Context: an optimization exercise on an open-source flow, tuned for small area. The choices shown serve that exercise and are no tape-out recipe. In this exercise RTL edits were held to simulation tests only and were not proved equivalent to the original. Power and IR drop assume default switching activity.

<file path="design/flow/config.mk">
export PLATFORM = sky130hd
export DESIGN_NAME = sobel_image_processor
export DESIGN_NICKNAME = sobel_image_processor
export VERILOG_FILES = /design/flow/design.v
export SDC_FILE = /design/flow/constraint.sdc
export NUM_CORES = 4
export LEC_CHECK = 0
export CAP_MARGIN = 20
export CORE_MARGIN = 2
export CORE_UTILIZATION = 60
export CTS_BUF_LIST = sky130_fd_sc_hd__clkbuf_8
export CTS_CLUSTER_DIAMETER = 50
export CTS_CLUSTER_SIZE = 20
export SLEW_MARGIN = 20
</file>
<file path="design/flow/constraint.sdc">
create_clock -name core_clock -period 10.0 [get_ports {clk}]
set_input_delay 2.0000 -clock core_clock [delete_from_list [all_inputs] [get_ports {clk}]]
set_output_delay 2.0000 -clock core_clock [all_outputs]
set_load 0.01 [all_outputs]
</file>
<file path="design/flow/design.v">
package sobel_pkg;
  localparam int PIX_W   = 8;     
  localparam int GRAD_W  = 11;    
  localparam int COEF_R  = 77;
  localparam int COEF_G  = 150;
  localparam int COEF_B  = 29;
  localparam int SAT_MAX = 255;   
  typedef logic [PIX_W-1:0] pix_t;
  typedef struct packed {
    pix_t r;
    pix_t g;
    pix_t b;
  } rgb_t;
  function automatic pix_t rgb_to_gray(input rgb_t p);
    logic [15:0] acc;
    acc = 16'(COEF_R) * 16'(p.r) + 16'(COEF_G) * 16'(p.g) + 16'(COEF_B) * 16'(p.b);
    rgb_to_gray = acc[15:8];
  endfunction
endpackage
module line_buffer
#(
  parameter int DEPTH = 100
) (
  input  logic clk,
  input  logic en,
  input  sobel_pkg::pix_t din,
  output sobel_pkg::pix_t dout
);
  sobel_pkg::pix_t mem [0:DEPTH-1];
  assign dout = mem[DEPTH-1];
  always_ff @(posedge clk) begin
    if (en) begin
      mem[0] <= din;
      for (int i = 1; i < DEPTH; i++) begin
        mem[i] <= mem[i-1];
      end
    end
  end
endmodule
module sobel_image_processor
#(
  parameter int WIDTH      = 100,
  parameter int DATA_WIDTH = 8
) (
  input  logic                    clk,
  input  logic                    rst_n,
  input  logic                    shift_en,
  input  logic [3*DATA_WIDTH-1:0] data_in,
  output logic [3*DATA_WIDTH-1:0] out_pixel
);
  localparam int COL_W = (WIDTH > 1) ? $clog2(WIDTH) : 1;
  logic [COL_W-1:0] col_reg;
  logic [1:0]       row_reg;
  always_ff @(posedge clk or negedge rst_n) begin
    if (!rst_n) begin
      col_reg <= '0;
      row_reg <= '0;
    end else if (shift_en) begin
      if (col_reg == COL_W'(WIDTH - 1)) begin
        col_reg <= '0;
        if (row_reg != 2'd3) row_reg <= row_reg + 2'd1;
      end else begin
        col_reg <= col_reg + 1'b1;
      end
    end
  end
  sobel_pkg::pix_t y_comb, y_reg;
  sobel_gray u_gray (.rgb(data_in), .y(y_comb));
  always_ff @(posedge clk) begin
    if (shift_en) y_reg <= y_comb;
  end
  sobel_pkg::pix_t w [3][3];
  sobel_pkg::pix_t lb_out [2];
  line_buffer #(.DEPTH(WIDTH - 3)) u_lb1 (
    .clk (clk), .en(shift_en), .din(w[0][2]), .dout(lb_out[0])
  );
  line_buffer #(.DEPTH(WIDTH - 3)) u_lb2 (
    .clk (clk), .en(shift_en), .din(w[1][2]), .dout(lb_out[1])
  );
  always_ff @(posedge clk) begin
    if (shift_en) begin
      w[0][0] <= y_reg;
      w[1][0] <= lb_out[0];
      w[2][0] <= lb_out[1];
      for (int r = 0; r < 3; r++) begin
        w[r][1] <= w[r][0];
        w[r][2] <= w[r][1];
      end
    end
  end
  sobel_pkg::pix_t mag;
  sobel_mag u_mag (
    .p00(w[0][0]), .p01(w[0][1]), .p02(w[0][2]),
    .p10(w[1][0]), .p11(w[1][1]), .p12(w[1][2]),
    .p20(w[2][0]), .p21(w[2][1]), .p22(w[2][2]),
    .mag(mag)
  );
  logic valid;
  assign valid = ((col_reg >= COL_W'(4)) && (row_reg >= 2'd2)) ||
                 ((col_reg <  COL_W'(2)) && (row_reg == 2'd3));
  sobel_pkg::pix_t out_reg;
  always_ff @(posedge clk or negedge rst_n) begin
    if (!rst_n) begin
      out_reg <= '0;
    end else if (shift_en) begin
      out_reg <= valid ? mag : '0;
    end
  end
  assign out_pixel = {3{out_reg}};
endmodule
module sobel_gray (
  input  logic [23:0] rgb,
  output logic [7:0]  y
);
  logic [7:0] r, g, b;
  assign {r, g, b} = rgb;
  wire [8:0] rb;
  wire gs_1, gs_2, gs_3, gs_4, gs_5, gs_6, gs_7, gs_8, gs_9, gs_10, gs_11, gs_12, gs_13, gs_14, gs_15, gs_16;
  assign gs_1 = r[0] ^ b[0];
  assign gs_2 = r[0] & b[0];
  assign gs_3 = r[1] ^ b[1] ^ gs_2;
  assign gs_4 = (r[1] & b[1]) | (r[1] & gs_2) | (b[1] & gs_2);
  assign gs_5 = r[2] ^ b[2] ^ gs_4;
  assign gs_6 = (r[2] & b[2]) | (r[2] & gs_4) | (b[2] & gs_4);
  assign gs_7 = r[3] ^ b[3] ^ gs_6;
  assign gs_8 = (r[3] & b[3]) | (r[3] & gs_6) | (b[3] & gs_6);
  assign gs_9 = r[4] ^ b[4] ^ gs_8;
  assign gs_10 = (r[4] & b[4]) | (r[4] & gs_8) | (b[4] & gs_8);
  assign gs_11 = r[5] ^ b[5] ^ gs_10;
  assign gs_12 = (r[5] & b[5]) | (r[5] & gs_10) | (b[5] & gs_10);
  assign gs_13 = r[6] ^ b[6] ^ gs_12;
  assign gs_14 = (r[6] & b[6]) | (r[6] & gs_12) | (b[6] & gs_12);
  assign gs_15 = r[7] ^ b[7] ^ gs_14;
  assign gs_16 = (r[7] & b[7]) | (r[7] & gs_14) | (b[7] & gs_14);
  assign rb[0] = gs_1;
  assign rb[1] = gs_3;
  assign rb[2] = gs_5;
  assign rb[3] = gs_7;
  assign rb[4] = gs_9;
  assign rb[5] = gs_11;
  assign rb[6] = gs_13;
  assign rb[7] = gs_15;
  assign rb[8] = gs_16;
  wire [9:0] rgb3;
  wire gt_1, gt_2, gt_3, gt_4, gt_5, gt_6, gt_7, gt_8, gt_9, gt_10, gt_11, gt_12, gt_13, gt_14, gt_15, gt_16, gt_17, gt_18;
  assign gt_1 = g[0] ^ rb[0];
  assign gt_2 = g[0] & rb[0];
  assign gt_3 = g[1] ^ rb[1] ^ gt_2;
  assign gt_4 = (g[1] & rb[1]) | (g[1] & gt_2) | (rb[1] & gt_2);
  assign gt_5 = g[2] ^ rb[2] ^ gt_4;
  assign gt_6 = (g[2] & rb[2]) | (g[2] & gt_4) | (rb[2] & gt_4);
  assign gt_7 = g[3] ^ rb[3] ^ gt_6;
  assign gt_8 = (g[3] & rb[3]) | (g[3] & gt_6) | (rb[3] & gt_6);
  assign gt_9 = g[4] ^ rb[4] ^ gt_8;
  assign gt_10 = (g[4] & rb[4]) | (g[4] & gt_8) | (rb[4] & gt_8);
  assign gt_11 = g[5] ^ rb[5] ^ gt_10;
  assign gt_12 = (g[5] & rb[5]) | (g[5] & gt_10) | (rb[5] & gt_10);
  assign gt_13 = g[6] ^ rb[6] ^ gt_12;
  assign gt_14 = (g[6] & rb[6]) | (g[6] & gt_12) | (rb[6] & gt_12);
  assign gt_15 = g[7] ^ rb[7] ^ gt_14;
  assign gt_16 = (g[7] & rb[7]) | (g[7] & gt_14) | (rb[7] & gt_14);
  assign gt_17 = rb[8] ^ gt_16;
  assign gt_18 = rb[8] & gt_16;
  assign rgb3[0] = gt_1;
  assign rgb3[1] = gt_3;
  assign rgb3[2] = gt_5;
  assign rgb3[3] = gt_7;
  assign rgb3[4] = gt_9;
  assign rgb3[5] = gt_11;
  assign rgb3[6] = gt_13;
  assign rgb3[7] = gt_15;
  assign rgb3[8] = gt_17;
  assign rgb3[9] = gt_18;
  wire [8:0] gb;
  wire gu_1, gu_2, gu_3, gu_4, gu_5, gu_6, gu_7, gu_8, gu_9, gu_10, gu_11, gu_12, gu_13, gu_14, gu_15, gu_16;
  assign gu_1 = g[0] ^ b[0];
  assign gu_2 = g[0] & b[0];
  assign gu_3 = g[1] ^ b[1] ^ gu_2;
  assign gu_4 = (g[1] & b[1]) | (g[1] & gu_2) | (b[1] & gu_2);
  assign gu_5 = g[2] ^ b[2] ^ gu_4;
  assign gu_6 = (g[2] & b[2]) | (g[2] & gu_4) | (b[2] & gu_4);
  assign gu_7 = g[3] ^ b[3] ^ gu_6;
  assign gu_8 = (g[3] & b[3]) | (g[3] & gu_6) | (b[3] & gu_6);
  assign gu_9 = g[4] ^ b[4] ^ gu_8;
  assign gu_10 = (g[4] & b[4]) | (g[4] & gu_8) | (b[4] & gu_8);
  assign gu_11 = g[5] ^ b[5] ^ gu_10;
  assign gu_12 = (g[5] & b[5]) | (g[5] & gu_10) | (b[5] & gu_10);
  assign gu_13 = g[6] ^ b[6] ^ gu_12;
  assign gu_14 = (g[6] & b[6]) | (g[6] & gu_12) | (b[6] & gu_12);
  assign gu_15 = g[7] ^ b[7] ^ gu_14;
  assign gu_16 = (g[7] & b[7]) | (g[7] & gu_14) | (b[7] & gu_14);
  assign gb[0] = gu_1;
  assign gb[1] = gu_3;
  assign gb[2] = gu_5;
  assign gb[3] = gu_7;
  assign gb[4] = gu_9;
  assign gb[5] = gu_11;
  assign gb[6] = gu_13;
  assign gb[7] = gu_15;
  assign gb[8] = gu_16;
  wire gy_1, gy_2, gy_3, gy_4, gy_5, gy_6, gy_7, gy_8, gy_9, gy_10, gy_11, gy_12, gy_13, gy_14, gy_15, gy_16, gy_17, gy_18, gy_19, gy_20, gy_21, gy_22, gy_23, gy_24, gy_25, gy_26, gy_27, gy_28, gy_29, gy_30, gy_31, gy_32, gy_33, gy_34, gy_35, gy_36, gy_37, gy_38, gy_39, gy_40, gy_41, gy_42, gy_43, gy_44, gy_45, gy_46, gy_47, gy_48, gy_49, gy_50, gy_51, gy_52, gy_53, gy_54, gy_55, gy_56, gy_57, gy_58, gy_59, gy_60, gy_61, gy_62, gy_63, gy_64, gy_65, gy_66, gy_67, gy_68, gy_69, gy_70, gy_71, gy_72, gy_73, gy_74, gy_75, gy_76, gy_77, gy_78, gy_79, gy_80, gy_81, gy_82, gy_83, gy_84, gy_85, gy_86, gy_87, gy_88, gy_89, gy_90, gy_91, gy_92, gy_93, gy_94, gy_95, gy_96, gy_97, gy_98, gy_99, gy_100, gy_101, gy_102, gy_103, gy_104, gy_105, gy_106, gy_107, gy_108, gy_109, gy_110, gy_111, gy_112;
  assign gy_1 = g[0] ^ rb[1];
  assign gy_2 = g[0] & rb[1];
  assign gy_3 = g[1] ^ rb[2] ^ gy_2;
  assign gy_4 = (g[1] & rb[2]) | (g[1] & gy_2) | (rb[2] & gy_2);
  assign gy_5 = gy_3 ^ rgb3[0];
  assign gy_6 = gy_3 & rgb3[0];
  assign gy_7 = g[2] ^ rb[3] ^ rb[0];
  assign gy_8 = (g[2] & rb[3]) | (g[2] & rb[0]) | (rb[3] & rb[0]);
  assign gy_9 = gy_7 ^ gy_4 ^ rgb3[1];
  assign gy_10 = (gy_7 & gy_4) | (gy_7 & rgb3[1]) | (gy_4 & rgb3[1]);
  assign gy_11 = gy_6 ^ gy_9;
  assign gy_12 = gy_6 & gy_9;
  assign gy_13 = g[3] ^ rb[4] ^ rb[1];
  assign gy_14 = (g[3] & rb[4]) | (g[3] & rb[1]) | (rb[4] & rb[1]);
  assign gy_15 = gb[0] ^ gy_8 ^ gy_13;
  assign gy_16 = (gb[0] & gy_8) | (gb[0] & gy_13) | (gy_8 & gy_13);
  assign gy_17 = gy_15 ^ rgb3[2] ^ gy_10;
  assign gy_18 = (gy_15 & rgb3[2]) | (gy_15 & gy_10) | (rgb3[2] & gy_10);
  assign gy_19 = gy_12 ^ gy_17;
  assign gy_20 = gy_12 & gy_17;
  assign gy_21 = g[4] ^ rb[5] ^ rb[2];
  assign gy_22 = (g[4] & rb[5]) | (g[4] & rb[2]) | (rb[5] & rb[2]);
  assign gy_23 = gb[1] ^ gy_14 ^ gy_21;
  assign gy_24 = (gb[1] & gy_14) | (gb[1] & gy_21) | (gy_14 & gy_21);
  assign gy_25 = gy_16 ^ gy_23 ^ rgb3[3];
  assign gy_26 = (gy_16 & gy_23) | (gy_16 & rgb3[3]) | (gy_23 & rgb3[3]);
  assign gy_27 = gy_25 ^ gy_18 ^ gy_20;
  assign gy_28 = (gy_25 & gy_18) | (gy_25 & gy_20) | (gy_18 & gy_20);
  assign gy_29 = g[5] ^ r[0] ^ rb[6];
  assign gy_30 = (g[5] & r[0]) | (g[5] & rb[6]) | (r[0] & rb[6]);
  assign gy_31 = rb[3] ^ gb[2] ^ gy_22;
  assign gy_32 = (rb[3] & gb[2]) | (rb[3] & gy_22) | (gb[2] & gy_22);
  assign gy_33 = gy_29 ^ gy_24 ^ gy_31;
  assign gy_34 = (gy_29 & gy_24) | (gy_29 & gy_31) | (gy_24 & gy_31);
  assign gy_35 = gy_33 ^ rgb3[4] ^ gy_26;
  assign gy_36 = (gy_33 & rgb3[4]) | (gy_33 & gy_26) | (rgb3[4] & gy_26);
  assign gy_37 = gy_35 ^ gy_28;
  assign gy_38 = gy_35 & gy_28;
  assign gy_39 = g[6] ^ r[1] ^ g[0];
  assign gy_40 = (g[6] & r[1]) | (g[6] & g[0]) | (r[1] & g[0]);
  assign gy_41 = gy_39 ^ rb[7] ^ rb[4];
  assign gy_42 = (gy_39 & rb[7]) | (gy_39 & rb[4]) | (rb[7] & rb[4]);
  assign gy_43 = gb[3] ^ gy_30 ^ gy_41;
  assign gy_44 = (gb[3] & gy_30) | (gb[3] & gy_41) | (gy_30 & gy_41);
  assign gy_45 = gy_32 ^ gy_43 ^ gy_34;
  assign gy_46 = (gy_32 & gy_43) | (gy_32 & gy_34) | (gy_43 & gy_34);
  assign gy_47 = gy_45 ^ rgb3[5] ^ gy_36;
  assign gy_48 = (gy_45 & rgb3[5]) | (gy_45 & gy_36) | (rgb3[5] & gy_36);
  assign gy_49 = gy_47 ^ gy_38;
  assign gy_50 = gy_47 & gy_38;
  assign gy_51 = g[7] ^ r[2] ^ g[1];
  assign gy_52 = (g[7] & r[2]) | (g[7] & g[1]) | (r[2] & g[1]);
  assign gy_53 = gy_40 ^ gy_51 ^ rb[8];
  assign gy_54 = (gy_40 & gy_51) | (gy_40 & rb[8]) | (gy_51 & rb[8]);
  assign gy_55 = rb[5] ^ gb[4] ^ gy_42;
  assign gy_56 = (rb[5] & gb[4]) | (rb[5] & gy_42) | (gb[4] & gy_42);
  assign gy_57 = gy_53 ^ gy_44 ^ gy_55;
  assign gy_58 = (gy_53 & gy_44) | (gy_53 & gy_55) | (gy_44 & gy_55);
  assign gy_59 = gy_57 ^ gy_46 ^ rgb3[6];
  assign gy_60 = (gy_57 & gy_46) | (gy_57 & rgb3[6]) | (gy_46 & rgb3[6]);
  assign gy_61 = gy_59 ^ gy_48 ^ gy_50;
  assign gy_62 = (gy_59 & gy_48) | (gy_59 & gy_50) | (gy_48 & gy_50);
  assign gy_63 = r[3] ^ g[2] ^ gy_52;
  assign gy_64 = (r[3] & g[2]) | (r[3] & gy_52) | (g[2] & gy_52);
  assign gy_65 = gy_63 ^ rb[6] ^ gb[5];
  assign gy_66 = (gy_63 & rb[6]) | (gy_63 & gb[5]) | (rb[6] & gb[5]);
  assign gy_67 = gy_54 ^ gy_65 ^ gy_56;
  assign gy_68 = (gy_54 & gy_65) | (gy_54 & gy_56) | (gy_65 & gy_56);
  assign gy_69 = gy_58 ^ gy_67 ^ rgb3[7];
  assign gy_70 = (gy_58 & gy_67) | (gy_58 & rgb3[7]) | (gy_67 & rgb3[7]);
  assign gy_71 = gy_60 ^ gy_69 ^ gy_62;
  assign gy_72 = (gy_60 & gy_69) | (gy_60 & gy_62) | (gy_69 & gy_62);
  assign gy_73 = r[4] ^ g[3] ^ gy_64;
  assign gy_74 = (r[4] & g[3]) | (r[4] & gy_64) | (g[3] & gy_64);
  assign gy_75 = gy_73 ^ rb[7] ^ gb[6];
  assign gy_76 = (gy_73 & rb[7]) | (gy_73 & gb[6]) | (rb[7] & gb[6]);
  assign gy_77 = gy_66 ^ gy_75 ^ gy_68;
  assign gy_78 = (gy_66 & gy_75) | (gy_66 & gy_68) | (gy_75 & gy_68);
  assign gy_79 = gy_77 ^ rgb3[8] ^ gy_70;
  assign gy_80 = (gy_77 & rgb3[8]) | (gy_77 & gy_70) | (rgb3[8] & gy_70);
  assign gy_81 = gy_79 ^ gy_72;
  assign gy_82 = gy_79 & gy_72;
  assign gy_83 = r[5] ^ g[4] ^ gy_74;
  assign gy_84 = (r[5] & g[4]) | (r[5] & gy_74) | (g[4] & gy_74);
  assign gy_85 = gy_83 ^ rb[8] ^ gb[7];
  assign gy_86 = (gy_83 & rb[8]) | (gy_83 & gb[7]) | (rb[8] & gb[7]);
  assign gy_87 = gy_76 ^ gy_85 ^ gy_78;
  assign gy_88 = (gy_76 & gy_85) | (gy_76 & gy_78) | (gy_85 & gy_78);
  assign gy_89 = gy_87 ^ rgb3[9] ^ gy_80;
  assign gy_90 = (gy_87 & rgb3[9]) | (gy_87 & gy_80) | (rgb3[9] & gy_80);
  assign gy_91 = gy_89 ^ gy_82;
  assign gy_92 = gy_89 & gy_82;
  assign gy_93 = r[6] ^ g[5] ^ gy_84;
  assign gy_94 = (r[6] & g[5]) | (r[6] & gy_84) | (g[5] & gy_84);
  assign gy_95 = gy_93 ^ gb[8] ^ gy_86;
  assign gy_96 = (gy_93 & gb[8]) | (gy_93 & gy_86) | (gb[8] & gy_86);
  assign gy_97 = gy_95 ^ gy_88 ^ gy_90;
  assign gy_98 = (gy_95 & gy_88) | (gy_95 & gy_90) | (gy_88 & gy_90);
  assign gy_99 = gy_97 ^ gy_92;
  assign gy_100 = gy_97 & gy_92;
  assign gy_101 = r[7] ^ g[6] ^ gy_94;
  assign gy_102 = (r[7] & g[6]) | (r[7] & gy_94) | (g[6] & gy_94);
  assign gy_103 = gy_101 ^ gy_96 ^ gy_98;
  assign gy_104 = (gy_101 & gy_96) | (gy_101 & gy_98) | (gy_96 & gy_98);
  assign gy_105 = gy_103 ^ gy_100;
  assign gy_106 = gy_103 & gy_100;
  assign gy_107 = g[7] ^ gy_102 ^ gy_104;
  assign gy_108 = (g[7] & gy_102) | (g[7] & gy_104) | (gy_102 & gy_104);
  assign gy_109 = gy_107 ^ gy_106;
  assign gy_110 = gy_107 & gy_106;
  assign gy_111 = gy_108 ^ gy_110;
  assign gy_112 = gy_108 & gy_110;
  assign y[0] = gy_61;
  assign y[1] = gy_71;
  assign y[2] = gy_81;
  assign y[3] = gy_91;
  assign y[4] = gy_99;
  assign y[5] = gy_105;
  assign y[6] = gy_109;
  assign y[7] = gy_111;
endmodule
module sobel_mag (
  input  logic [7:0] p00, p01, p02, p10, p11, p12, p20, p21, p22,
  output logic [7:0] mag
);
  wire [8:0] u;
  wire du_1, du_2, du_3, du_4, du_5, du_6, du_7, du_8, du_9, du_10, du_11, du_12, du_13, du_14, du_15, du_16, du_17, du_18;
  assign du_1 = p00[0] ^ ~p22[0] ^ 1'b1;
  assign du_2 = (p00[0] & ~p22[0]) | (p00[0] & 1'b1) | (~p22[0] & 1'b1);
  assign du_3 = p00[1] ^ ~p22[1] ^ du_2;
  assign du_4 = (p00[1] & ~p22[1]) | (p00[1] & du_2) | (~p22[1] & du_2);
  assign du_5 = p00[2] ^ ~p22[2] ^ du_4;
  assign du_6 = (p00[2] & ~p22[2]) | (p00[2] & du_4) | (~p22[2] & du_4);
  assign du_7 = p00[3] ^ ~p22[3] ^ du_6;
  assign du_8 = (p00[3] & ~p22[3]) | (p00[3] & du_6) | (~p22[3] & du_6);
  assign du_9 = p00[4] ^ ~p22[4] ^ du_8;
  assign du_10 = (p00[4] & ~p22[4]) | (p00[4] & du_8) | (~p22[4] & du_8);
  assign du_11 = p00[5] ^ ~p22[5] ^ du_10;
  assign du_12 = (p00[5] & ~p22[5]) | (p00[5] & du_10) | (~p22[5] & du_10);
  assign du_13 = p00[6] ^ ~p22[6] ^ du_12;
  assign du_14 = (p00[6] & ~p22[6]) | (p00[6] & du_12) | (~p22[6] & du_12);
  assign du_15 = p00[7] ^ ~p22[7] ^ du_14;
  assign du_16 = (p00[7] & ~p22[7]) | (p00[7] & du_14) | (~p22[7] & du_14);
  assign du_17 = 1'b1 ^ du_16;
  assign du_18 = 1'b1 & du_16;
  assign u[0] = du_1;
  assign u[1] = du_3;
  assign u[2] = du_5;
  assign u[3] = du_7;
  assign u[4] = du_9;
  assign u[5] = du_11;
  assign u[6] = du_13;
  assign u[7] = du_15;
  assign u[8] = du_17;
  wire [8:0] v;
  wire dv_1, dv_2, dv_3, dv_4, dv_5, dv_6, dv_7, dv_8, dv_9, dv_10, dv_11, dv_12, dv_13, dv_14, dv_15, dv_16, dv_17, dv_18;
  assign dv_1 = p20[0] ^ ~p02[0] ^ 1'b1;
  assign dv_2 = (p20[0] & ~p02[0]) | (p20[0] & 1'b1) | (~p02[0] & 1'b1);
  assign dv_3 = p20[1] ^ ~p02[1] ^ dv_2;
  assign dv_4 = (p20[1] & ~p02[1]) | (p20[1] & dv_2) | (~p02[1] & dv_2);
  assign dv_5 = p20[2] ^ ~p02[2] ^ dv_4;
  assign dv_6 = (p20[2] & ~p02[2]) | (p20[2] & dv_4) | (~p02[2] & dv_4);
  assign dv_7 = p20[3] ^ ~p02[3] ^ dv_6;
  assign dv_8 = (p20[3] & ~p02[3]) | (p20[3] & dv_6) | (~p02[3] & dv_6);
  assign dv_9 = p20[4] ^ ~p02[4] ^ dv_8;
  assign dv_10 = (p20[4] & ~p02[4]) | (p20[4] & dv_8) | (~p02[4] & dv_8);
  assign dv_11 = p20[5] ^ ~p02[5] ^ dv_10;
  assign dv_12 = (p20[5] & ~p02[5]) | (p20[5] & dv_10) | (~p02[5] & dv_10);
  assign dv_13 = p20[6] ^ ~p02[6] ^ dv_12;
  assign dv_14 = (p20[6] & ~p02[6]) | (p20[6] & dv_12) | (~p02[6] & dv_12);
  assign dv_15 = p20[7] ^ ~p02[7] ^ dv_14;
  assign dv_16 = (p20[7] & ~p02[7]) | (p20[7] & dv_14) | (~p02[7] & dv_14);
  assign dv_17 = 1'b1 ^ dv_16;
  assign dv_18 = 1'b1 & dv_16;
  assign v[0] = dv_1;
  assign v[1] = dv_3;
  assign v[2] = dv_5;
  assign v[3] = dv_7;
  assign v[4] = dv_9;
  assign v[5] = dv_11;
  assign v[6] = dv_13;
  assign v[7] = dv_15;
  assign v[8] = dv_17;
  wire [8:0] e;
  wire de_1, de_2, de_3, de_4, de_5, de_6, de_7, de_8, de_9, de_10, de_11, de_12, de_13, de_14, de_15, de_16, de_17, de_18;
  assign de_1 = p10[0] ^ ~p12[0] ^ 1'b1;
  assign de_2 = (p10[0] & ~p12[0]) | (p10[0] & 1'b1) | (~p12[0] & 1'b1);
  assign de_3 = p10[1] ^ ~p12[1] ^ de_2;
  assign de_4 = (p10[1] & ~p12[1]) | (p10[1] & de_2) | (~p12[1] & de_2);
  assign de_5 = p10[2] ^ ~p12[2] ^ de_4;
  assign de_6 = (p10[2] & ~p12[2]) | (p10[2] & de_4) | (~p12[2] & de_4);
  assign de_7 = p10[3] ^ ~p12[3] ^ de_6;
  assign de_8 = (p10[3] & ~p12[3]) | (p10[3] & de_6) | (~p12[3] & de_6);
  assign de_9 = p10[4] ^ ~p12[4] ^ de_8;
  assign de_10 = (p10[4] & ~p12[4]) | (p10[4] & de_8) | (~p12[4] & de_8);
  assign de_11 = p10[5] ^ ~p12[5] ^ de_10;
  assign de_12 = (p10[5] & ~p12[5]) | (p10[5] & de_10) | (~p12[5] & de_10);
  assign de_13 = p10[6] ^ ~p12[6] ^ de_12;
  assign de_14 = (p10[6] & ~p12[6]) | (p10[6] & de_12) | (~p12[6] & de_12);
  assign de_15 = p10[7] ^ ~p12[7] ^ de_14;
  assign de_16 = (p10[7] & ~p12[7]) | (p10[7] & de_14) | (~p12[7] & de_14);
  assign de_17 = 1'b1 ^ de_16;
  assign de_18 = 1'b1 & de_16;
  assign e[0] = de_1;
  assign e[1] = de_3;
  assign e[2] = de_5;
  assign e[3] = de_7;
  assign e[4] = de_9;
  assign e[5] = de_11;
  assign e[6] = de_13;
  assign e[7] = de_15;
  assign e[8] = de_17;
  wire [8:0] f;
  wire df_1, df_2, df_3, df_4, df_5, df_6, df_7, df_8, df_9, df_10, df_11, df_12, df_13, df_14, df_15, df_16, df_17, df_18;
  assign df_1 = p01[0] ^ ~p21[0] ^ 1'b1;
  assign df_2 = (p01[0] & ~p21[0]) | (p01[0] & 1'b1) | (~p21[0] & 1'b1);
  assign df_3 = p01[1] ^ ~p21[1] ^ df_2;
  assign df_4 = (p01[1] & ~p21[1]) | (p01[1] & df_2) | (~p21[1] & df_2);
  assign df_5 = p01[2] ^ ~p21[2] ^ df_4;
  assign df_6 = (p01[2] & ~p21[2]) | (p01[2] & df_4) | (~p21[2] & df_4);
  assign df_7 = p01[3] ^ ~p21[3] ^ df_6;
  assign df_8 = (p01[3] & ~p21[3]) | (p01[3] & df_6) | (~p21[3] & df_6);
  assign df_9 = p01[4] ^ ~p21[4] ^ df_8;
  assign df_10 = (p01[4] & ~p21[4]) | (p01[4] & df_8) | (~p21[4] & df_8);
  assign df_11 = p01[5] ^ ~p21[5] ^ df_10;
  assign df_12 = (p01[5] & ~p21[5]) | (p01[5] & df_10) | (~p21[5] & df_10);
  assign df_13 = p01[6] ^ ~p21[6] ^ df_12;
  assign df_14 = (p01[6] & ~p21[6]) | (p01[6] & df_12) | (~p21[6] & df_12);
  assign df_15 = p01[7] ^ ~p21[7] ^ df_14;
  assign df_16 = (p01[7] & ~p21[7]) | (p01[7] & df_14) | (~p21[7] & df_14);
  assign df_17 = 1'b1 ^ df_16;
  assign df_18 = 1'b1 & df_16;
  assign f[0] = df_1;
  assign f[1] = df_3;
  assign f[2] = df_5;
  assign f[3] = df_7;
  assign f[4] = df_9;
  assign f[5] = df_11;
  assign f[6] = df_13;
  assign f[7] = df_15;
  assign f[8] = df_17;
  wire [10:0] gx, gy;
  wire gx_1, gx_2, gx_3, gx_4, gx_5, gx_6, gx_7, gx_8, gx_9, gx_10, gx_11, gx_12, gx_13, gx_14, gx_15, gx_16, gx_17, gx_18, gx_19, gx_20, gx_21, gx_22, gx_23, gx_24, gx_25, gx_26, gx_27, gx_28, gx_29, gx_30, gx_31, gx_32, gx_33, gx_34, gx_35, gx_36, gx_37, gx_38;
  assign gx_1 = u[0] ^ v[0];
  assign gx_2 = u[0] & v[0];
  assign gx_3 = u[1] ^ v[1] ^ e[0];
  assign gx_4 = (u[1] & v[1]) | (u[1] & e[0]) | (v[1] & e[0]);
  assign gx_5 = gx_2 ^ gx_3;
  assign gx_6 = gx_2 & gx_3;
  assign gx_7 = u[2] ^ v[2] ^ e[1];
  assign gx_8 = (u[2] & v[2]) | (u[2] & e[1]) | (v[2] & e[1]);
  assign gx_9 = gx_4 ^ gx_7 ^ gx_6;
  assign gx_10 = (gx_4 & gx_7) | (gx_4 & gx_6) | (gx_7 & gx_6);
  assign gx_11 = u[3] ^ v[3] ^ e[2];
  assign gx_12 = (u[3] & v[3]) | (u[3] & e[2]) | (v[3] & e[2]);
  assign gx_13 = gx_8 ^ gx_11 ^ gx_10;
  assign gx_14 = (gx_8 & gx_11) | (gx_8 & gx_10) | (gx_11 & gx_10);
  assign gx_15 = u[4] ^ v[4] ^ e[3];
  assign gx_16 = (u[4] & v[4]) | (u[4] & e[3]) | (v[4] & e[3]);
  assign gx_17 = gx_12 ^ gx_15 ^ gx_14;
  assign gx_18 = (gx_12 & gx_15) | (gx_12 & gx_14) | (gx_15 & gx_14);
  assign gx_19 = u[5] ^ v[5] ^ e[4];
  assign gx_20 = (u[5] & v[5]) | (u[5] & e[4]) | (v[5] & e[4]);
  assign gx_21 = gx_16 ^ gx_19 ^ gx_18;
  assign gx_22 = (gx_16 & gx_19) | (gx_16 & gx_18) | (gx_19 & gx_18);
  assign gx_23 = u[6] ^ v[6] ^ e[5];
  assign gx_24 = (u[6] & v[6]) | (u[6] & e[5]) | (v[6] & e[5]);
  assign gx_25 = gx_20 ^ gx_23 ^ gx_22;
  assign gx_26 = (gx_20 & gx_23) | (gx_20 & gx_22) | (gx_23 & gx_22);
  assign gx_27 = u[7] ^ v[7] ^ e[6];
  assign gx_28 = (u[7] & v[7]) | (u[7] & e[6]) | (v[7] & e[6]);
  assign gx_29 = gx_24 ^ gx_27 ^ gx_26;
  assign gx_30 = (gx_24 & gx_27) | (gx_24 & gx_26) | (gx_27 & gx_26);
  assign gx_31 = ~u[8] ^ ~v[8] ^ e[7];
  assign gx_32 = (~u[8] & ~v[8]) | (~u[8] & e[7]) | (~v[8] & e[7]);
  assign gx_33 = gx_28 ^ gx_31 ^ gx_30;
  assign gx_34 = (gx_28 & gx_31) | (gx_28 & gx_30) | (gx_31 & gx_30);
  assign gx_35 = ~e[8] ^ gx_32 ^ gx_34;
  assign gx_36 = (~e[8] & gx_32) | (~e[8] & gx_34) | (gx_32 & gx_34);
  assign gx_37 = 1'b1 ^ gx_36;
  assign gx_38 = 1'b1 & gx_36;
  assign gx[0] = gx_1;
  assign gx[1] = gx_5;
  assign gx[2] = gx_9;
  assign gx[3] = gx_13;
  assign gx[4] = gx_17;
  assign gx[5] = gx_21;
  assign gx[6] = gx_25;
  assign gx[7] = gx_29;
  assign gx[8] = gx_33;
  assign gx[9] = gx_35;
  assign gx[10] = gx_37;
  wire gy_1, gy_2, gy_3, gy_4, gy_5, gy_6, gy_7, gy_8, gy_9, gy_10, gy_11, gy_12, gy_13, gy_14, gy_15, gy_16, gy_17, gy_18, gy_19, gy_20, gy_21, gy_22, gy_23, gy_24, gy_25, gy_26, gy_27, gy_28, gy_29, gy_30, gy_31, gy_32, gy_33, gy_34, gy_35, gy_36, gy_37, gy_38;
  assign gy_1 = 1'b1 ^ u[0] ^ ~v[0];
  assign gy_2 = (1'b1 & u[0]) | (1'b1 & ~v[0]) | (u[0] & ~v[0]);
  assign gy_3 = u[1] ^ ~v[1] ^ f[0];
  assign gy_4 = (u[1] & ~v[1]) | (u[1] & f[0]) | (~v[1] & f[0]);
  assign gy_5 = gy_2 ^ gy_3;
  assign gy_6 = gy_2 & gy_3;
  assign gy_7 = u[2] ^ ~v[2] ^ f[1];
  assign gy_8 = (u[2] & ~v[2]) | (u[2] & f[1]) | (~v[2] & f[1]);
  assign gy_9 = gy_4 ^ gy_7 ^ gy_6;
  assign gy_10 = (gy_4 & gy_7) | (gy_4 & gy_6) | (gy_7 & gy_6);
  assign gy_11 = u[3] ^ ~v[3] ^ f[2];
  assign gy_12 = (u[3] & ~v[3]) | (u[3] & f[2]) | (~v[3] & f[2]);
  assign gy_13 = gy_8 ^ gy_11 ^ gy_10;
  assign gy_14 = (gy_8 & gy_11) | (gy_8 & gy_10) | (gy_11 & gy_10);
  assign gy_15 = u[4] ^ ~v[4] ^ f[3];
  assign gy_16 = (u[4] & ~v[4]) | (u[4] & f[3]) | (~v[4] & f[3]);
  assign gy_17 = gy_12 ^ gy_15 ^ gy_14;
  assign gy_18 = (gy_12 & gy_15) | (gy_12 & gy_14) | (gy_15 & gy_14);
  assign gy_19 = u[5] ^ ~v[5] ^ f[4];
  assign gy_20 = (u[5] & ~v[5]) | (u[5] & f[4]) | (~v[5] & f[4]);
  assign gy_21 = gy_16 ^ gy_19 ^ gy_18;
  assign gy_22 = (gy_16 & gy_19) | (gy_16 & gy_18) | (gy_19 & gy_18);
  assign gy_23 = u[6] ^ ~v[6] ^ f[5];
  assign gy_24 = (u[6] & ~v[6]) | (u[6] & f[5]) | (~v[6] & f[5]);
  assign gy_25 = gy_20 ^ gy_23 ^ gy_22;
  assign gy_26 = (gy_20 & gy_23) | (gy_20 & gy_22) | (gy_23 & gy_22);
  assign gy_27 = u[7] ^ ~v[7] ^ f[6];
  assign gy_28 = (u[7] & ~v[7]) | (u[7] & f[6]) | (~v[7] & f[6]);
  assign gy_29 = gy_24 ^ gy_27 ^ gy_26;
  assign gy_30 = (gy_24 & gy_27) | (gy_24 & gy_26) | (gy_27 & gy_26);
  assign gy_31 = ~u[8] ^ v[8] ^ f[7];
  assign gy_32 = (~u[8] & v[8]) | (~u[8] & f[7]) | (v[8] & f[7]);
  assign gy_33 = gy_28 ^ gy_31 ^ gy_30;
  assign gy_34 = (gy_28 & gy_31) | (gy_28 & gy_30) | (gy_31 & gy_30);
  assign gy_35 = ~f[8] ^ gy_32 ^ gy_34;
  assign gy_36 = (~f[8] & gy_32) | (~f[8] & gy_34) | (gy_32 & gy_34);
  assign gy_37 = 1'b1 ^ gy_36;
  assign gy_38 = 1'b1 & gy_36;
  assign gy[0] = gy_1;
  assign gy[1] = gy_5;
  assign gy[2] = gy_9;
  assign gy[3] = gy_13;
  assign gy[4] = gy_17;
  assign gy[5] = gy_21;
  assign gy[6] = gy_25;
  assign gy[7] = gy_29;
  assign gy[8] = gy_33;
  assign gy[9] = gy_35;
  assign gy[10] = gy_37;
  wire [9:0] ax, ay;
  assign ax = gx[9:0] ^ {10{gx[10]}};
  assign ay = gy[9:0] ^ {10{gy[10]}};
  wire [10:0] sum;
  wire sm_1, sm_2, sm_3, sm_4, sm_5, sm_6, sm_7, sm_8, sm_9, sm_10, sm_11, sm_12, sm_13, sm_14, sm_15, sm_16, sm_17, sm_18, sm_19, sm_20, sm_21, sm_22, sm_23, sm_24, sm_25, sm_26, sm_27, sm_28, sm_29, sm_30, sm_31, sm_32, sm_33, sm_34, sm_35, sm_36, sm_37, sm_38, sm_39, sm_40, sm_41, sm_42;
  assign sm_1 = ax[0] ^ ay[0] ^ gx[10];
  assign sm_2 = (ax[0] & ay[0]) | (ax[0] & gx[10]) | (ay[0] & gx[10]);
  assign sm_3 = gy[10] ^ sm_1;
  assign sm_4 = gy[10] & sm_1;
  assign sm_5 = ax[1] ^ ay[1] ^ sm_2;
  assign sm_6 = (ax[1] & ay[1]) | (ax[1] & sm_2) | (ay[1] & sm_2);
  assign sm_7 = sm_4 ^ sm_5;
  assign sm_8 = sm_4 & sm_5;
  assign sm_9 = ax[2] ^ ay[2] ^ sm_6;
  assign sm_10 = (ax[2] & ay[2]) | (ax[2] & sm_6) | (ay[2] & sm_6);
  assign sm_11 = sm_8 ^ sm_9;
  assign sm_12 = sm_8 & sm_9;
  assign sm_13 = ax[3] ^ ay[3] ^ sm_10;
  assign sm_14 = (ax[3] & ay[3]) | (ax[3] & sm_10) | (ay[3] & sm_10);
  assign sm_15 = sm_12 ^ sm_13;
  assign sm_16 = sm_12 & sm_13;
  assign sm_17 = ax[4] ^ ay[4] ^ sm_14;
  assign sm_18 = (ax[4] & ay[4]) | (ax[4] & sm_14) | (ay[4] & sm_14);
  assign sm_19 = sm_16 ^ sm_17;
  assign sm_20 = sm_16 & sm_17;
  assign sm_21 = ax[5] ^ ay[5] ^ sm_18;
  assign sm_22 = (ax[5] & ay[5]) | (ax[5] & sm_18) | (ay[5] & sm_18);
  assign sm_23 = sm_20 ^ sm_21;
  assign sm_24 = sm_20 & sm_21;
  assign sm_25 = ax[6] ^ ay[6] ^ sm_22;
  assign sm_26 = (ax[6] & ay[6]) | (ax[6] & sm_22) | (ay[6] & sm_22);
  assign sm_27 = sm_24 ^ sm_25;
  assign sm_28 = sm_24 & sm_25;
  assign sm_29 = ax[7] ^ ay[7] ^ sm_26;
  assign sm_30 = (ax[7] & ay[7]) | (ax[7] & sm_26) | (ay[7] & sm_26);
  assign sm_31 = sm_28 ^ sm_29;
  assign sm_32 = sm_28 & sm_29;
  assign sm_33 = ax[8] ^ ay[8] ^ sm_30;
  assign sm_34 = (ax[8] & ay[8]) | (ax[8] & sm_30) | (ay[8] & sm_30);
  assign sm_35 = sm_32 ^ sm_33;
  assign sm_36 = sm_32 & sm_33;
  assign sm_37 = ax[9] ^ ay[9] ^ sm_34;
  assign sm_38 = (ax[9] & ay[9]) | (ax[9] & sm_34) | (ay[9] & sm_34);
  assign sm_39 = sm_36 ^ sm_37;
  assign sm_40 = sm_36 & sm_37;
  assign sm_41 = sm_38 ^ sm_40;
  assign sm_42 = sm_38 & sm_40;
  assign sum[0] = sm_3;
  assign sum[1] = sm_7;
  assign sum[2] = sm_11;
  assign sum[3] = sm_15;
  assign sum[4] = sm_19;
  assign sum[5] = sm_23;
  assign sum[6] = sm_27;
  assign sum[7] = sm_31;
  assign sum[8] = sm_35;
  assign sum[9] = sm_39;
  assign sum[10] = sm_41;
  assign mag = (|sum[10:8]) ? 8'd255 : sum[7:0];
endmodule
</file>
<file path="design/flow/run.sh">
#!/bin/bash
# synth_recipe.tcl (not shown) runs the flow's synth.tcl, then flattens the netlist and writes it again
# the make line also repeats each setting of config.mk as NAME=value (left out here)
make -C /OpenROAD-flow-scripts/flow DESIGN_CONFIG=/design/flow/config.mk WORK_HOME=/design/flow/orfs CLKGATE_MAP_FILE= SYNTH_SCRIPT=/design/flow/synth_recipe.tcl finish
</file>
==> summary.txt, run 1 <==
top cells by area, synth edfxtp_1, fa_1, inv_1, ha_1, dfrtp_1; clk sinks 1,649; final core occ 0.659; CTS hold repair buffers 0; routed via count 18,500; Iter 0 DRT Violations 1,867; status finished clean; clk buf depth 3; Yosys reg bits 1,649; yosys warns 6; Synth area leader edfxtp_1; cells after synthesis 2,121; Distinct cells, synth 34; Die Width 304 µm; Core Box Area 89,600 µm²; footprint of the multi-input gates 3860 µm²; register area 49,400 µm²; H-tree levels 4; most common cell in the netlist edfxtp_1; CP required 10.70 ns; slew of the pin with the lowest slew margin 1.13 ns; syn_area_per_cell 25.5 µm²; max-cap viol count 0; Post-Layout Cell Count 3,590; Area Overhead vs Synth 9.32%; num rows 110; # IOs 51; WL/cell 18.5 µm; die area 92,500 µm²; post-DP HPWL 32.2 mm; routability cong. 0.766; post-layout minimum cycle time 9.67 ns; WL final 66.4 mm; Leak 20.4 nW; Highest Clock Rate 103 MHz; ys flop type edfxtp_1; crit-path max cell delay 0.50 ns; Max stage delay cell, worst path fa_1; Synth top area share 0.907; Crit path top cell by count fa_1; Setup Viol. Count Final 0; Final #Nets 2,499; Post-DP Area 56,100 µm²; vias in the first global route 18,600; Power Density 282 nW/µm²; asr flop ratio synth 0.0103; Num CTS Buffers 135; routed vias/inst 5.16; crit path capture type register; Clock Latency Late Sink 0.80 ns; fill cell count 5,631; Max VDD drop 0.649 mV; DRC Markers 0; Reg clk slew, reported paths 0.10 ns; synthesized area 54,000 µm²; total grt overflow 0; biggest regs u_lb1.mem (776), u_lb2.mem (776), w (72); Die Span Y 304 µm; pin count of the biggest net entering global routing 209; Seq/Total Area, Yosys 0.915; crit path DAT 10.37 ns; period utilization 0.967; CTS root buf clkbuf_8; Worst setup SP type register; DRT antenna net count 0; placed cells 3,342; crit path kind reg2reg; TritonRoute pass-1 iters 5; number of flops mapped to enable cells by yosys 1,632; input/output buffers 50; initial antenna violation count 1; Hold Crit Class reg2reg; RSZ-0062 raised after global routing no; final-report max-slew violation count 0; Slew HR 0.244; Final Hold Viols 0; Design Area, Final 59,100 µm²; Overall Global Routing Usage 0.145; share of cells above drive strength 1 0.113; Initial Utilization 0.603; skew final 0.0310 ns; CTS tree yes; Synth top cells by count edfxtp_1, inv_1, fa_1, ha_1, dfrtp_1; first-pass GRT wire length 104 mm; Mapped Nets 2,313; critical path fanouts, max 8; Setup TNS Final 0 ns
## power by group
| group | internal, W | switching (W) |
|---|---|---|
| Sequential | 0.00815 | 0.000181 |
| Clock | 0.00162 | 0.00218 |
| Combinational | 0.00196 | 0.00257 |
| Total | 0.0117 | 0.00493 |
## worst max-delay path, delay by kind of cell, from the launching register on
family	cells	cell delay (ns)
xor gates and xnor gates	2	0.40
adders and majority gates	21	7.92
DFF	1	0.38
AOI/OAI and AO/OA	3	0.54
and+or+nand+nor	1	0.09
buffers and inverters	4	0.26
## metrics by stage
stage | setup slack, ns | power [W] | hold WS [ns]
after detailed placement | -0.310 | 0.0127 | 0.405
after floorplan | 0.0376 | 0.0113 | 0.400
after global routing | 0.00632 | 0.0178 | 0.407
after global placement | -0.0622 | 0.0125 | 0.401
final | 0.335 | 0.0167 | 0.402
after CTS | 0.0184 | 0.0168 | 0.402
## cells by family after synthesis
family	count (synthesis)	share of synthesized area
muxes	3	0.000556
adders and majority gates	166	0.0560
and+or+nand+nor	44	0.00442
DFF	1649	0.915
AOI/OAI and AO/OA	28	0.00389
buffers and inverters	200	0.0152
xor gates and xnor gates	31	0.00503
## repair_timing
action,4_1_cts,5_1_grt
setup endpoints to repair,8,8
resized for setup,10,11
pin swaps,0,3
setup buffers,1,2
hold endpoints to repair,0,0
## layer usage
| layer | up-vias | global-route usage | routed length (µm) |
|---|---|---|---|
| met3 | 129 | 0.0322 | 2630 |
| met2 | 308 | 0.192 | 27800 |
| met4 | 0 | 0.0565 | 1730 |
| met1 | 9649 | 0.239 | 34300 |
| met5 | - | 0 | 0 |
| li1 | 8425 | - | - |
## placed cells by master, fill, tap and decap left out, drive strengths merged
cell           instances
o32ai                  1
a21oi                 13
xor2                  15
buf                   24
nand4bb                1
mux2i                  3
fa                   127
nor3                  10
or4b                   2
edfxtp              1632
o21bai                 1
nand2                  4
o221a                  1
bufinv                 9
clkbuf               139
inv                  211
or3                    1
clkinvlp              15
o21a                   1
o22ai                  2
dfrtp                 17
clkdlybuf4s50         49
nand3                  1
diode                  1
nor2                  16
clkinv                45
nand4                  2
o31a                   1
ha                    38
a31o                   8
and3                   3
maj3                   1
xnor2                 16
or2                    4
## final cells by class
cell class | instances | area share
clock buffers | 139 | 0.0324
inverters | 176 | 0.0112
flip-flops and latches | 1649 | 0.837
repair buffers | 73 | 0.0133
clock inverters | 104 | 0.0159
multi-input cells | 272 | 0.0654
diodes | 1 | 0.0000424
well taps | 1176 | 0.0249
## worst paths after layout
| kind | end | cells past startpoint | slack, ns | startpoint |
|---|---|---|---|---|
| setup / recovery | out_reg[3] | 31 | 0.33 | w[6][0] |
| hold / removal | u_lb1.mem[5][2] | 0 | 0.40 | u_lb1.mem[4][2] |
| setup reg to reg | out_reg[3] | 31 | 0.33 | w[6][0] |
| hold reg to reg | u_lb1.mem[5][2] | 0 | 0.40 | u_lb1.mem[4][2] |
| max in group asynchronous | col_reg[4] | 1 | 7.85 | rst_n |
| min in group asynchronous | col_reg[1] | 1 | 1.67 | rst_n |
==> inputs of run 2 (changes only) <==
--- a/design/flow/config.mk
+++ b/design/flow/config.mk
@@ -10,5 +10,4 @@
 export CORE_UTILIZATION = 60
-export CTS_BUF_LIST = sky130_fd_sc_hd__clkbuf_8
-export CTS_CLUSTER_DIAMETER = 50
-export CTS_CLUSTER_SIZE = 20
+export CTS_CLUSTER_DIAMETER = 60
+export CTS_CLUSTER_SIZE = 30
 export SLEW_MARGIN = 20
==> summary.txt, run 2 <==
DRC Markers 0 (unchanged); Clock power frac 0.266 (+0.038); Seq/Total Area, Yosys 0.915 (unchanged); Crit path top cell by count fa_1; Reg power frac 0.474 (-0.026); WHS Endpoint w[5][2]; period utilization 0.967 (about the same); Iter 0 DRT Violations 1,716 (-8.1%); Initial Utilization 0.603 (unchanged); Reg clk slew, reported paths 0.10 ns (about the same); H-tree levels 3 (-1); Reg2Reg Setup Slack 0.33 ns (about the same); Worst setup SP type register; most common library cell in the layout ignoring fill and taps edfxtp_1; share of cells above drive strength 1 0.101 (-0.0119); routed vias/inst 5.23 (+1.4%); synthesized area 54,000 µm² (unchanged); final core occ 0.670 (+0.0104); Final Hold Viols 0 (unchanged); Synth area leader edfxtp_1; cells after synthesis 2,121 (unchanged); Final #Nets 2,461 (-1.5%); Synth top area share 0.907 (unchanged); vias in the first global route 18,200 (-2.1%); clk sinks 1,649 (unchanged); CTS root buf clkbuf_16; post-layout minimum cycle time 9.67 ns (+0.00402 ns); pin count of the biggest net entering global routing 209 (unchanged); critical path fanouts, max 8 (unchanged); num rows 110 (unchanged); Die Span Y 304 µm (unchanged); total grt overflow 0 (unchanged); routed via count 18,400 (-0.44%); input/output buffers 50 (unchanged); CTS tree yes; RR Startpoint w[2][0]; ys flop type edfxtp_1; WP buf/inv 3 (-1); yosys warns 6 (unchanged); fill cell count 5,496 (-2.4%); first-pass GRT wire length 103 mm (-1.3%); FF-to-FF path depth 30 (-3.2%); most common cell in the netlist edfxtp_1; WL final 65.5 mm (-1.5%); Distinct cells, synth 34 (unchanged); WL/cell 18.6 µm (+0.32%); reg-to-reg critical path endpoint out_reg[1]; Synth top cells by count edfxtp_1, inv_1, fa_1, ha_1, dfrtp_1; hold_sp w[4][2]; TritonRoute pass-1 iters 5 (unchanged); Leak 20.8 nW (+1.7%); worst hold stages 0 (unchanged); number of flops mapped to enable cells by yosys 1,632 (unchanged); Max VDD drop 0.651 mV (+0.32%); crit path capture type register; crit path kind reg2reg; CP required 10.61 ns (-0.09 ns); Sw Ratio 0.301 (+0.00499); Comb power frac 0.260 (-0.012); slew of the pin with the lowest slew margin 1.16 ns (+0.0296 ns); Yosys reg bits 1,649 (unchanged); Max stage delay cell, worst path fa_1; antenna diode count 0 (-1); most frequent cells in the layout edfxtp_1, inv_1, fa_1; clk buf depth 3 (unchanged); Num CTS Buffers 97 (-28%); # IOs 51 (unchanged); Hold Crit Class reg2reg; syn_area_per_cell 25.5 µm² (unchanged); post-DP HPWL 32.2 mm (unchanged); DRT antenna net count 0 (unchanged); Slew HR 0.224 (-0.0197); skew final 0.0284 ns (-0.00259 ns); Setup Viol. Count Final 0 (unchanged); die area 92,500 µm² (unchanged); Clock Latency Late Sink 0.69 ns (-0.11 ns); final-report max-slew violation count 0 (unchanged); status finished clean; Overall Global Routing Usage 0.142 (-0.00318); sw power 0.00529 W (+7.2%); initial antenna violation count 1 (unchanged); Highest Clock Rate 103 MHz (about the same); routability cong. 0.766 (unchanged); Core Box Area 89,600 µm² (unchanged); Power Internal 0.0123 W (+4.7%); top cells by area, synth edfxtp_1, fa_1, inv_1, ha_1, dfrtp_1; Die Width 304 µm (unchanged); CP delay by family, top adder cells; CTS hold repair buffers 0 (unchanged); Power Density 293 nW/µm² (+3.8%); crit-path max cell delay 0.50 ns (about the same); Mapped Nets 2,313 (unchanged); crit path DAT 10.28 ns (-0.09 ns); max-cap viol count 0 (unchanged); asr flop ratio synth 0.0103 (unchanged); biggest regs u_lb1.mem (776), u_lb2.mem (776), w (72); Pwr Total 0.0176 W (+5.4%); Area Overhead vs Synth 11.1%
[run 2: worst register-to-register path, delay by kind of cell (launching register included)]
kind | cells | cell delay (ns)
AOI/OAI and AO/OA | 3 | 0.56
xor gates and xnor gates | 1 | 0.19
adders and majority gates | 21 | 8.08
buffers and inverters | 3 | 0.19
DFF | 1 | 0.44
and+or+nand+nor | 2 | 0.16
[run 2: layout make-up]
| type | instances | area (µm²) | area share |
|---|---|---|---|
| clock buffers | 101 | 2480 | 0.0414 |
| clock inverters | 79 | 1300 | 0.0217 |
| inverters | 176 | 661 | 0.0110 |
| multi-input cells | 272 | 3870 | 0.0645 |
| flip-flops and latches | 1649 | 49400 | 0.824 |
| well taps | 1176 | 1470 | 0.0245 |
| repair buffers | 73 | 786 | 0.0131 |
[run 2: how the worst max path moves through the flow]
stage | startpoint | endpoint | slack, ns | cells after the start
6_report | w[2][0] | out_reg[1] | 0.33 | 30
5_1_grt | w[8][0] | out_reg[1] | -0.008 | 30
4_1_cts | w[2][0] | out_reg[1] | 0.02 | 31
3_5_place_dp | w[2][0] | out_reg[3] | -0.31 | 31
3_3_place_gp | w[2][0] | out_reg[0] | -0.06 | 31
2_1_floorplan | w[2][0] | out_reg[1] | 0.04 | 33
[run 2: cells by family (layout without fill, tap and decap cells)]
group                      Yosys count  after routing  share of synthesized area
and+or+nand+nor                     44             44                    0.00442
xor gates and xnor gates            31             31                    0.00503
DFF                               1649           1649                      0.915
buffers and inverters              200            429                     0.0152
AOI/OAI and AO/OA                   28             28                    0.00389
muxes                                3              3                   0.000556
adders and majority gates          166            166                     0.0560
[run 2: power groups by stage]
| stage | clock, W | combinational (W) | sequential, W |
|---|---|---|---|
| 3_3_place_gp | 0 | 0.00399 | 0.00847 |
| 2_1_floorplan | 0 | 0.00296 | 0.00839 |
| 5_1_grt | 0.00508 | 0.00517 | 0.00837 |
| 4_1_cts | 0.00486 | 0.00452 | 0.00834 |
| 3_5_place_dp | 0 | 0.00420 | 0.00847 |
| 6_report | 0.00468 | 0.00456 | 0.00833 |
[run 2: through the flow]
| stage | setup TNS, ns | instance area (µm²) | setup WS [ns] | hold slack [ns] | instances |
|---|---|---|---|---|---|
| after CTS | 0 | 59900 | 0.0174 | 0.386 | 3523 |
| after detailed placement | -2.31 | 56100 | -0.310 | 0.405 | 3342 |
| after floorplan | 0 | 54000 | 0.0376 | 0.400 | 2121 |
| final | 0 | 60000 | 0.331 | 0.390 | 3526 |
| after global routing | -0.0134 | 60000 | -0.00800 | 0.383 | 3526 |
| after global placement | -0.494 | 56100 | -0.0622 | 0.401 | 3342 |
[run 2: what timing repair did]
item / CTS / global route
cloned: 0 / 0
pin swaps: 0 / 4
hold endpoints to repair: 0 / 0
setup endpoints to repair: 8 / 8
resized for setup: 10 / 13
setup buffers: 1 / 2
[run 2: per-layer routing]
layer | up-vias | track usage | wire length (µm)
met5 | - | 0 | 0
met1 | 9696 | 0.237 | 33900
met2 | 265 | 0.191 | 27500
li1 | 8347 | - | -
met3 | 122 | 0.0281 | 2230
met4 | 0 | 0.0458 | 1840
==> inputs of run 3 (changes only) <==
--- a/design/flow/config.mk
+++ b/design/flow/config.mk
@@ -9,5 +9,6 @@
 export CORE_MARGIN = 2
-export CORE_UTILIZATION = 60
-export CTS_CLUSTER_DIAMETER = 60
-export CTS_CLUSTER_SIZE = 30
+export CORE_UTILIZATION = 70
+export CTS_BUF_LIST = sky130_fd_sc_hd__clkbuf_16
+export CTS_CLUSTER_DIAMETER = 40
+export CTS_CLUSTER_SIZE = 40
 export SLEW_MARGIN = 20
==> summary.txt, run 3 <==
status finished clean; Power Internal 0.0132 W (+7.7%); Clock Latency Late Sink 0.74 ns (+0.05 ns); die area 79,400 µm² (-14%); yosys warns 6 (unchanged); Reg power frac 0.445 (-0.029); biggest regs u_lb1.mem (776), u_lb2.mem (776), w (72); num rows 101 (-8.2%); final-report max-slew violation count 0 (unchanged); Pwr Total 0.0188 W (+6.8%); register area 49,400 µm² (unchanged); DRC Markers 0 (unchanged); Final Hold Viols 0 (unchanged); Worst setup SP type register; skew final 0.0390 ns (+0.0106 ns); Area Overhead vs Synth 12.6%; initial antenna violation count 7 (+6); # IOs 51 (unchanged); WL/cell 22.8 µm (+23%); share of cells above drive strength 1 0.124 (+0.0224); Slew HR 0.308 (+0.0833); crit-path max cell delay 0.49 ns (about the same); most frequent cells in the layout edfxtp_1, inv_1, clkbuf_16; clk sinks 1,649 (unchanged); Post-Layout Cell Count 3,456 (-2.0%); Seq/Total Area, Yosys 0.915 (unchanged); total grt overflow 0 (unchanged); max-cap viol count 0 (unchanged); Mapped Nets 2,313 (unchanged); crit path capture type register; placed cells 3,196 (-4.4%); Synth area leader edfxtp_1; Reg clk slew, reported paths 0.10 ns (about the same); syn_area_per_cell 25.5 µm² (unchanged); CTS hold repair buffers 0 (unchanged); Iter 0 DRT Violations 1,721 (+0.29%); asr flop ratio synth 0.0103 (unchanged); Synth top cells by count edfxtp_1, inv_1, fa_1, ha_1, dfrtp_1; synthesized area 54,000 µm² (unchanged); Die Width 282 µm (-7.3%); Comb power frac 0.254 (-0.006); fill cell count 3,522 (-36%); CTS root buf clkbuf_16; Overall Global Routing Usage 0.203 (+0.0607); crit path kind reg2reg; input/output buffers 50 (unchanged); cells after synthesis 2,121 (unchanged); Power Density 308 nW/µm² (+5.3%); Final #Nets 2,504 (+1.7%); WL final 78.7 mm (+20%); Distinct cells, synth 34 (unchanged); TritonRoute pass-1 iters 5 (unchanged); Clock power frac 0.300 (+0.034); Num CTS Buffers 140 (+44%); sw power 0.00553 W (+4.7%); Sw Ratio 0.295 (-0.00597); routability cong. 0.806 (+5.2%); critical path fanouts, max 8 (unchanged); Initial Utilization 0.709 (+0.106); post-layout minimum cycle time 9.74 ns (+0.0672 ns); most common library cell in the layout ignoring fill and taps edfxtp_1; CTS tree yes; most common cell in the netlist edfxtp_1; routed via count 19,100 (+3.8%); first-pass GRT wire length 117 mm (+14%); Synth top area share 0.907 (unchanged); top cells by area, synth edfxtp_1, fa_1, inv_1, ha_1, dfrtp_1; DRT antenna net count 0 (unchanged); Max VDD drop 1.02 mV (+57%); crit path DAT 10.34 ns (+0.06 ns); Reg2Reg Setup Slack 0.26 ns (-0.07 ns); CP required 10.61 ns (about the same); clk buf depth 3 (unchanged); slew of the pin with the lowest slew margin 1.04 ns (-0.125 ns); footprint of the multi-input gates 3880 µm² (+0.36%); Leak 21.3 nW (+2.6%); RSZ-0062 raised after global routing no; ys flop type edfxtp_1; Core Box Area 76,200 µm² (-15%); Crit path top cell by count fa_2; Yosys reg bits 1,649 (unchanged); Highest Clock Rate 103 MHz (-0.69%); Die Span Y 282 µm (-7.3%); Max stage delay cell, worst path fa_1; number of flops mapped to enable cells by yosys 1,632 (unchanged); vias in the first global route 19,800 (+8.7%); antenna diode count 0 (unchanged); period utilization 0.974 (+0.00672); Setup Viol. Count Final 0 (unchanged); CP delay by family, top adder cells; routed vias/inst 5.54 (+5.9%); H-tree levels 4 (+1); Hold Crit Class reg2reg; post-DP HPWL 31.6 mm (-1.9%); pin count of the biggest net entering global routing 223 (+6.7%); WP buf/inv 3 (unchanged)
## run 3: layout make-up
cell class                 count  area share
sequential                  1649       0.812
multi-input combinational    272      0.0638
clock buffer                 142      0.0584
tap                         1030      0.0212
clock inverter               114      0.0204
timing repair buffer          73      0.0129
inverter                     176      0.0109
## run 3: logic make-up after synthesis
family | synth area share
AO/OA/AOI/OAI | 0.00389
adder cells (fa/ha/maj) | 0.0560
flip-flops | 0.915
buffers and inverters | 0.0152
multiplexers | 0.000556
XOR/XNOR | 0.00503
AND/OR/NAND/NOR | 0.00442
## run 3: worst paths after layout
check / start / end / cells past startpoint
setup / recovery: w[2][0] / out_reg[1] / 30
min in group asynchronous: rst_n / out_reg[6] / 1
setup reg to reg: w[2][0] / out_reg[1] / 30
max in group asynchronous: rst_n / out_reg[7] / 1
hold / removal: u_lb2.mem[36][6] / u_lb2.mem[37][6] / 0
hold reg to reg: u_lb2.mem[36][6] / u_lb2.mem[37][6] / 0
## run 3: per-stage QoR
| step | hold slack (ns) | util | setup TNS [ns] | instance area [µm²] | worst slack, ns |
|---|---|---|---|---|---|
| 2_1_floorplan | 0.400 | - | 0 | 54000 | 0.0376 |
| 3_3_place_gp | 0.401 | 0.734 | -0.742 | 55900 | -0.0931 |
| 3_5_place_dp | 0.405 | 0.734 | -2.95 | 55900 | -0.379 |
| 4_1_cts | 0.390 | 0.797 | 0 | 60800 | 0.0362 |
| 5_1_grt | 0.392 | 0.798 | 0 | 60800 | 0.0147 |
| 6_report | 0.393 | 0.798 | 0 | 60800 | 0.264 |
## run 3: power by group through the flow
| stage | Combinational (W) | Sequential [W] | Clock (W) |
|---|---|---|---|
| 2_1_floorplan | 0.00296 | 0.00839 | 0 |
| 3_3_place_gp | 0.00394 | 0.00847 | 0 |
| 3_5_place_dp | 0.00414 | 0.00847 | 0 |
| 4_1_cts | 0.00455 | 0.00837 | 0.00579 |
| 5_1_grt | 0.00539 | 0.00839 | 0.00600 |
| 6_report | 0.00477 | 0.00836 | 0.00563 |
## run 3: metal layers
metal	GRT usage	wire length [µm]	part of all wire	up-vias
met2	0.315	38100	0.48	503
met5	0	21	0.00027	-
met4	0.0698	1930	0.025	4
li1	-	-	-	8477
met3	0.0416	3920	0.050	144
met1	0.297	34700	0.44	10000
## run 3: worst reg2reg max path: cells and delay by family, from the launching register on
kind                       cells  cell delay (ns)
and+or+nand+nor                2             0.16
xor gates and xnor gates       1             0.20
DFF                            1             0.43
adders and majority gates     21             8.07
buffers and inverters          3             0.18
AOI/OAI and AO/OA              3             0.59
## run 3: what timing repair did
action,in CTS,in global routing
pin swaps,2,4
resized for setup,15,13
hold endpoints to repair,0,0
buffers inserted,2,1
endpoints found under the setup margin,8,8
==> inputs of run 4 (changes only) <==
--- a/design/flow/config.mk
+++ b/design/flow/config.mk
@@ -10,5 +10,5 @@
 export CORE_UTILIZATION = 70
-export CTS_BUF_LIST = sky130_fd_sc_hd__clkbuf_16
+export CTS_BUF_LIST = sky130_fd_sc_hd__clkbuf_8
 export CTS_CLUSTER_DIAMETER = 40
-export CTS_CLUSTER_SIZE = 40
+export CTS_CLUSTER_SIZE = 24
 export SLEW_MARGIN = 20
==> summary.txt, run 4 <==
TritonRoute pass-1 iters 5 (unchanged); WHS Endpoint u_lb2.mem[4][1]; Clock Latency Late Sink 0.78 ns (+0.04 ns); final-report max-slew violation count 0 (unchanged); clk buf depth 3 (unchanged); cells after synthesis 2,121 (unchanged); crit path DAT 10.42 ns (+0.08 ns); first-pass GRT wire length 96.9 mm (-17%); biggest regs u_lb1.mem (776), u_lb2.mem (776), w (72); Power Density 284 nW/µm² (-7.7%); share of cells above drive strength 1 0.122 (-0.00170); status finished clean; routed via count 18,500 (-3.4%); Overall Global Routing Usage 0.161 (-0.0421); Area Overhead vs Synth 9.50%; input/output buffers 50 (unchanged); post-layout minimum cycle time 9.75 ns (+0.0138 ns); Iter 0 DRT Violations 1,615 (-6.2%); synthesized area 54,000 µm² (unchanged); Die Width 282 µm (unchanged); initial antenna violation count 9 (+2); total grt overflow 0 (unchanged); slew of the pin with the lowest slew margin 1.00 ns (-0.0345 ns); period utilization 0.975 (+0.00138); CTS tree yes; Worst setup SP type register; most common library cell in the layout ignoring fill and taps edfxtp_1; Max stage delay cell, worst path fa_1; crit-path max cell delay 0.49 ns (about the same); post-DP HPWL 31.6 mm (unchanged); crit path capture type register; CP required 10.67 ns (+0.06 ns); WL final 63.0 mm (-20%); top cells by area, synth edfxtp_1, fa_1, inv_1, ha_1, dfrtp_1; DRT antenna net count 0 (unchanged); reg-to-reg critical path endpoint out_reg[1]; Die Span Y 282 µm (unchanged); Highest Clock Rate 103 MHz (-0.14%); clk sinks 1,649 (unchanged); pin count of the biggest net entering global routing 223 (unchanged); critical path fanouts, max 8 (unchanged); CTS root buf clkbuf_8; most frequent cells in the layout edfxtp_1, inv_1, clkbuf_8; CTS hold repair buffers 0 (unchanged); final core occ 0.776 (-0.0220); Setup Viol. Count Final 0 (unchanged); Synth top area share 0.907 (unchanged); Final #Nets 2,504 (unchanged); Mapped Nets 2,313 (unchanged); Synth top cells by count edfxtp_1, inv_1, fa_1, ha_1, dfrtp_1; Reg2Reg Setup Slack 0.25 ns (about the same); # IOs 51 (unchanged); worst hold stages 0 (unchanged); num rows 101 (unchanged); die area 79,400 µm² (unchanged); RR Startpoint w[2][0]; syn_area_per_cell 25.5 µm² (unchanged); Distinct cells, synth 34 (unchanged); H-tree levels 4 (unchanged); hold_sp u_lb2.mem[3][1]; vias in the first global route 18,100 (-8.3%); routed vias/inst 5.35 (-3.4%); Slew HR 0.331 (+0.0230); Max VDD drop 0.633 mV (-38%); Initial Utilization 0.709 (unchanged); max-cap viol count 0 (unchanged); FF-to-FF path depth 30 (unchanged); Num CTS Buffers 140 (unchanged); yosys warns 6 (unchanged); Core Box Area 76,200 µm² (unchanged); WL/cell 18.2 µm (-20%); Leak 20.5 nW (-3.6%); number of flops mapped to enable cells by yosys 1,632 (unchanged); ys flop type edfxtp_1; skew final 0.0376 ns (-0.00146 ns); Hold Crit Class reg2reg; Final Hold Viols 0 (unchanged); Crit path top cell by count fa_2; routability cong. 0.806 (unchanged); crit path kind reg2reg; asr flop ratio synth 0.0103 (unchanged); Reg clk slew, reported paths 0.10 ns (about the same); DRC Markers 0 (unchanged); Synth area leader edfxtp_1; most common cell in the netlist edfxtp_1; Setup TNS Final 0 ns (unchanged); Yosys reg bits 1,649 (unchanged); Seq/Total Area, Yosys 0.915 (unchanged)
## run 4: cell type report
| type | count | area (µm²) |
|---|---|---|
| diodes | 1 | 2.50 |
| clock buffers | 142 | 1950 |
| clock inverters | 115 | 1180 |
| fillers | 3793 | 17000 |
| inverters | 176 | 661 |
| multi-input cells | 272 | 3860 |
| flip-flops and latches | 1649 | 49400 |
| well taps | 1030 | 1290 |
| repair buffers | 73 | 786 |
## run 4: what timing repair did
action / 4_1_cts / 5_1_grt
pin swaps: 2 / 4
endpoints found under the setup margin: 8 / 8
gates cloned: 0 / 0
resized for setup: 15 / 9
setup buffers: 2 / 1
## run 4: power by group
group          switching, W  internal, W
Clock               0.00221      0.00178
Combinational       0.00255      0.00197
Sequential         0.000175      0.00814
Total               0.00494       0.0119
## run 4: cells by family (layout without fill, tap and decap cells)
family	after synthesis	count (layout)	synth area share
compound gates	28	28	0.00389
xor+xnor	31	31	0.00503
fa+ha+maj	166	166	0.0560
buf+inv	200	506	0.0152
flops	1649	1649	0.915
mux	3	3	0.000556
other cells	0	1	0
simple gates	44	44	0.00442
## run 4: per-stage QoR
step	setup slack (ns)	hold slack [ns]	std cells	area, µm²	total power [W]
floorplan	0.0376	0.400	2121	54000	0.0113
global placement	-0.0931	0.401	3196	55900	0.0124
detailed placement	-0.379	0.405	3196	55900	0.0126
CTS	0.0225	0.386	3455	59100	0.0170
global route	-0.00940	0.414	3458	59200	0.0179
finish	0.250	0.394	3458	59200	0.0168
## run 4: worst max-delay path by stage
stage	from	to	slack, ns	cells past startpoint
2_1_floorplan	w[2][0]	out_reg[1]	0.04	33
6_report	w[2][0]	out_reg[1]	0.25	30
5_1_grt	w[2][0]	out_reg[4]	-0.009	30
3_3_place_gp	w[2][0]	out_reg[7]	-0.09	31
4_1_cts	w[2][0]	out_reg[1]	0.02	31
3_5_place_dp	w[2][0]	out_reg[7]	-0.38	31
## run 4: worst max-delay path: cells and delay by family (launching register included)
kind                     cells  cell delay [ns]
flip-flops                   1             0.44
adder cells (fa/ha/maj)     21             7.94
AO/OA/AOI/OAI                3             0.59
XOR/XNOR                     2             0.41
buffers and inverters        3             0.18
AND/OR/NAND/NOR              1             0.10
## run 4: metal layers
metal / share of wire / vias up / GRT usage
li1: - / 8466 / -
met1: 0.52 / 9592 / 0.270
met2: 0.42 / 318 / 0.213
met3: 0.041 / 117 / 0.0355
met4: 0.023 / 0 / 0.0597
met5: 0 / - / 0

-- afterwards: timing with drivers on the ports --
How much do the figures lean on ideal ports? The routed layouts below were timed once more, with nothing changed but the port constraints. Step 1 assumes that a clkbuf_16 drives the clock port and a buf_2 every other input. Step 2 also shifts input and output timing later by t, the mid clock arrival at the registers, as if the neighbouring blocks saw the same clock. Slacks: ideal / step 1 / step 2; pairs: ideal / step 1.
| run | t, ns | setup slack, ns | worst setup path after step 2 | worst register clock-pin slew, ns | cell pins on the clock port's net |
|---|---|---|---|---|---|
| run 1 | 0.845 | 0.335 / 0.335 / 0.251 | input to register | 0.11 / 0.11 | 1 |
| run 2 | 0.741 | 0.331 / 0.331 / 0.235 | input to register | 0.10 / 0.10 | 1 |
| run 3 | 0.778 | 0.264 / 0.264 / 0.118 | input to register | 0.10 / 0.10 | 1 |
| run 4 | 0.824 | 0.250 / 0.250 / 0.250 | register to register | 0.11 / 0.11 | 1 |
After both steps setup and hold are still met in every run listed. For run 3, which loses most, drivers alone change the setup slack by 0.000 ns; drivers and shift together by -0.146 ns.
